This design comes from an exercise in tuning for small area on the open sky130 flow, not from production work. Function was checked by simulation only, so behaviour that the tests miss may differ from the original. Power figures rest on the tool's default switching activity, not on a simulated workload.

== wip/nickel ==
Design rv_exec_top, start of the top module:
module rv_exec_top (
   input  logic          i_clk,
   input  logic          i_rst,
   input  logic          i_valid,
   input  logic [31:0]   i_inst,
   output logic          o_wb_valid,
   output logic          o_wb_illegal,
   output logic [4:0]    o_wb_rd,
   output logic [31:0]   o_wb_data
);
==> flow/config.mk <==
export PLATFORM = sky130hd
export DESIGN_NAME = rv_exec_top
export DESIGN_NICKNAME = rv_exec_top
export VERILOG_FILES = /design/flow/design.v
export SDC_FILE = /design/flow/constraint.sdc
export NUM_CORES = 4
export LEC_CHECK = 0
export CAP_MARGIN = 5
export CORE_MARGIN = 2
export CORE_UTILIZATION = 40
export SETUP_SLACK_MARGIN = 0.1
export SLEW_MARGIN = 5
export SYNTH_HIERARCHICAL = 1
==> flow/constraint.sdc <==
create_clock -name core_clock -period 6.5 [get_ports {i_clk}]
set_input_delay 1.3000 -clock core_clock [delete_from_list [all_inputs] [get_ports {i_clk}]]
set_output_delay 1.3000 -clock core_clock [all_outputs]
set_load 0.01 [all_outputs]
standard.sh (not shown) runs the stock make flow with config.mk's settings and CLKGATE_MAP_FILE= SYNTH_SCRIPT=/design/flow/synth_recipe.tcl, a recipe that flattens the netlist after the stock synthesis.
==> flow/flow/run.sh <==
#!/bin/bash
# Layout: the standard flow (standard.sh, ORFS) with a lighter clock tree
# and small port buffers.
set -euo pipefail

# port buffers: a small buffer instead of the default pick
export BUFFER_PORTS_ARGS="-buffer_cell sky130_fd_sc_hd__buf_1"
# clock tree: bigger sink clusters of clkbuf_4, no dummy loads
export CTS_ARGS="-sink_clustering_enable -repair_clock_nets -sink_clustering_size 8 -sink_clustering_max_diameter 40 -buf_list sky130_fd_sc_hd__clkbuf_4 -dont_use_dummy_load"

bash standard.sh > standard.log 2>&1
Modified inputs, wip/violet compared to wip/nickel
Settings: a change of CAP_MARGIN from 5 to 15; a change of SLEW_MARGIN from 5 to 15; a change of SETUP_SLACK_MARGIN from 0.1 to 0.25; a change of CORE_UTILIZATION from 40 to 50.
-- flow/flow/run.sh --
<<< wip/nickel, line 8
# clock tree: bigger sink clusters of clkbuf_4, no dummy loads
export CTS_ARGS="-sink_clustering_enable -repair_clock_nets -sink_clustering_size 8 -sink_clustering_max_diameter 40 -buf_list sky130_fd_sc_hd__clkbuf_4 -dont_use_dummy_load"

>>> wip/violet, line 8
# clock tree: bigger sink clusters of clkbuf_4, no dummy loads
export CTS_ARGS="-sink_clustering_enable -repair_clock_nets -sink_clustering_size 10 -sink_clustering_max_diameter 40 -buf_list sky130_fd_sc_hd__clkbuf_4 -dont_use_dummy_load"

Cmp wip/nickel and wip/violet / number of global-route vias before repair / lower: wip/nickel. The run showing the greater met1 layer usage reported by global route is wip/violet. From wip/nickel to wip/violet the numbers moved as follows: utilization after layout now larger; total power now smaller. The worst hold slack across all endpoints reported for wip/violet is smaller than that of wip/nickel by 0.033 ns. wip/violet has worst path setup slack after routing above what wip/nickel had. Comparing wip/nickel and wip/violet, the higher highest net fanout along the worst path is on wip/nickel. wip/nickel vs wip/violet, capture point of the worst path: s2_data[18]$_DFF_P_ vs s2_data[0]$_DFF_P_. The cell with the largest stage delay on the worst path comes out sky130_fd_sc_hd__nor2_2 in one run and sky130_fd_sc_hd__nor2_4 in the other, namely in wip/violet and wip/nickel respectively. The lower minimum clock period after layout of wip/nickel and wip/violet is in wip/violet. Clock tree buffer count of the final layout, wip/violet vs wip/nickel: down by more than 10%. wip/nickel has a lower worst ir drop on vdd than wip/violet.
#### Input delta (wip/yarrow over wip/violet)
Settings: changing CORE_UTILIZATION from 50 to 60.
--- outcome ---
Cmp wip/yarrow and wip/violet / combined global-route utilization of all metal layers / higher: wip/yarrow. Portion of the clock cycle consumed by the worst path in the final layout delta for wip/yarrow relative to wip/violet: 0.78 points lower. wip/yarrow leaves more setup margin than wip/violet. Taking wip/violet as the reference, in wip/yarrow power in combinational cells dropped about 3%; overall power went down 0.85%; vertical die dimension went down; placed standard-cell area went down by about 0.7%. The sequential share of layout area of wip/yarrow exceeds that of wip/violet by 0.46 points.
The inputs of wip/juniper differ from those of wip/yarrow as listed below.
Settings: SLEW_MARGIN: 15 -> 5; CAP_MARGIN: 15 -> 5; SETUP_SLACK_MARGIN: 0.25 -> 0.3.
-- flow/flow/run.sh --
<<< wip/yarrow, line 8
# clock tree: bigger sink clusters of clkbuf_4, no dummy loads
export CTS_ARGS="-sink_clustering_enable -repair_clock_nets -sink_clustering_size 10 -sink_clustering_max_diameter 40 -buf_list sky130_fd_sc_hd__clkbuf_4 -dont_use_dummy_load"

>>> wip/juniper, line 8
# clock tree: bigger sink clusters of clkbuf_4, no dummy loads
export CTS_ARGS="-sink_clustering_enable -repair_clock_nets -sink_clustering_size 8 -sink_clustering_max_diameter 40 -buf_list sky130_fd_sc_hd__clkbuf_4 -dont_use_dummy_load"

- Setup slack: wip/juniper more than wip/yarrow
- Looking at synthesis-to-layout area growth across wip/yarrow and wip/juniper, the one that comes out lower is wip/yarrow.
- Delta (wip/juniper minus wip/yarrow): first-pass GRT wire length barely changed, global-route usage has remained practically unchanged, cell internal power dissipation went up, worst hold slack went up 0.012 ns.

what the ideal ports hide:
The flow's constraints put no driver on any port. The routed layouts listed below were extracted and timed again, unchanged, in two steps.
Step 1 (the two cells are an assumption about what drives the block):
set clk [get_ports {i_clk}]
set_driving_cell -lib_cell sky130_fd_sc_hd__clkbuf_16 $clk
set_driving_cell -lib_cell sky130_fd_sc_hd__buf_2 [delete_from_list [all_inputs] $clk]
Step 2 moves the port delays by t, midway between the first and last clock arrival at a register: inputs arrive t later, outputs are due t later. That takes back most of the time a late clock gives input paths.
a / b / c = no drivers / after step 1 / after step 2; a / b = the first two.
run | t (ns) | setup WS [ns] | worst register clock-pin slew, ns | pins driven straight from the clock port
wip/nickel | 1.150 | 0.239 / 0.239 / 0.239 | 0.10 / 0.10 | 1
wip/violet | 1.214 | 0.332 / 0.332 / 0.332 | 0.12 / 0.12 | 1
wip/yarrow | 1.104 | 0.383 / 0.383 / 0.383 | 0.12 / 0.12 | 1
wip/juniper | 1.145 | 0.439 / 0.439 / 0.439 | 0.10 / 0.10 | 1
After both steps every run listed still meets setup and hold.
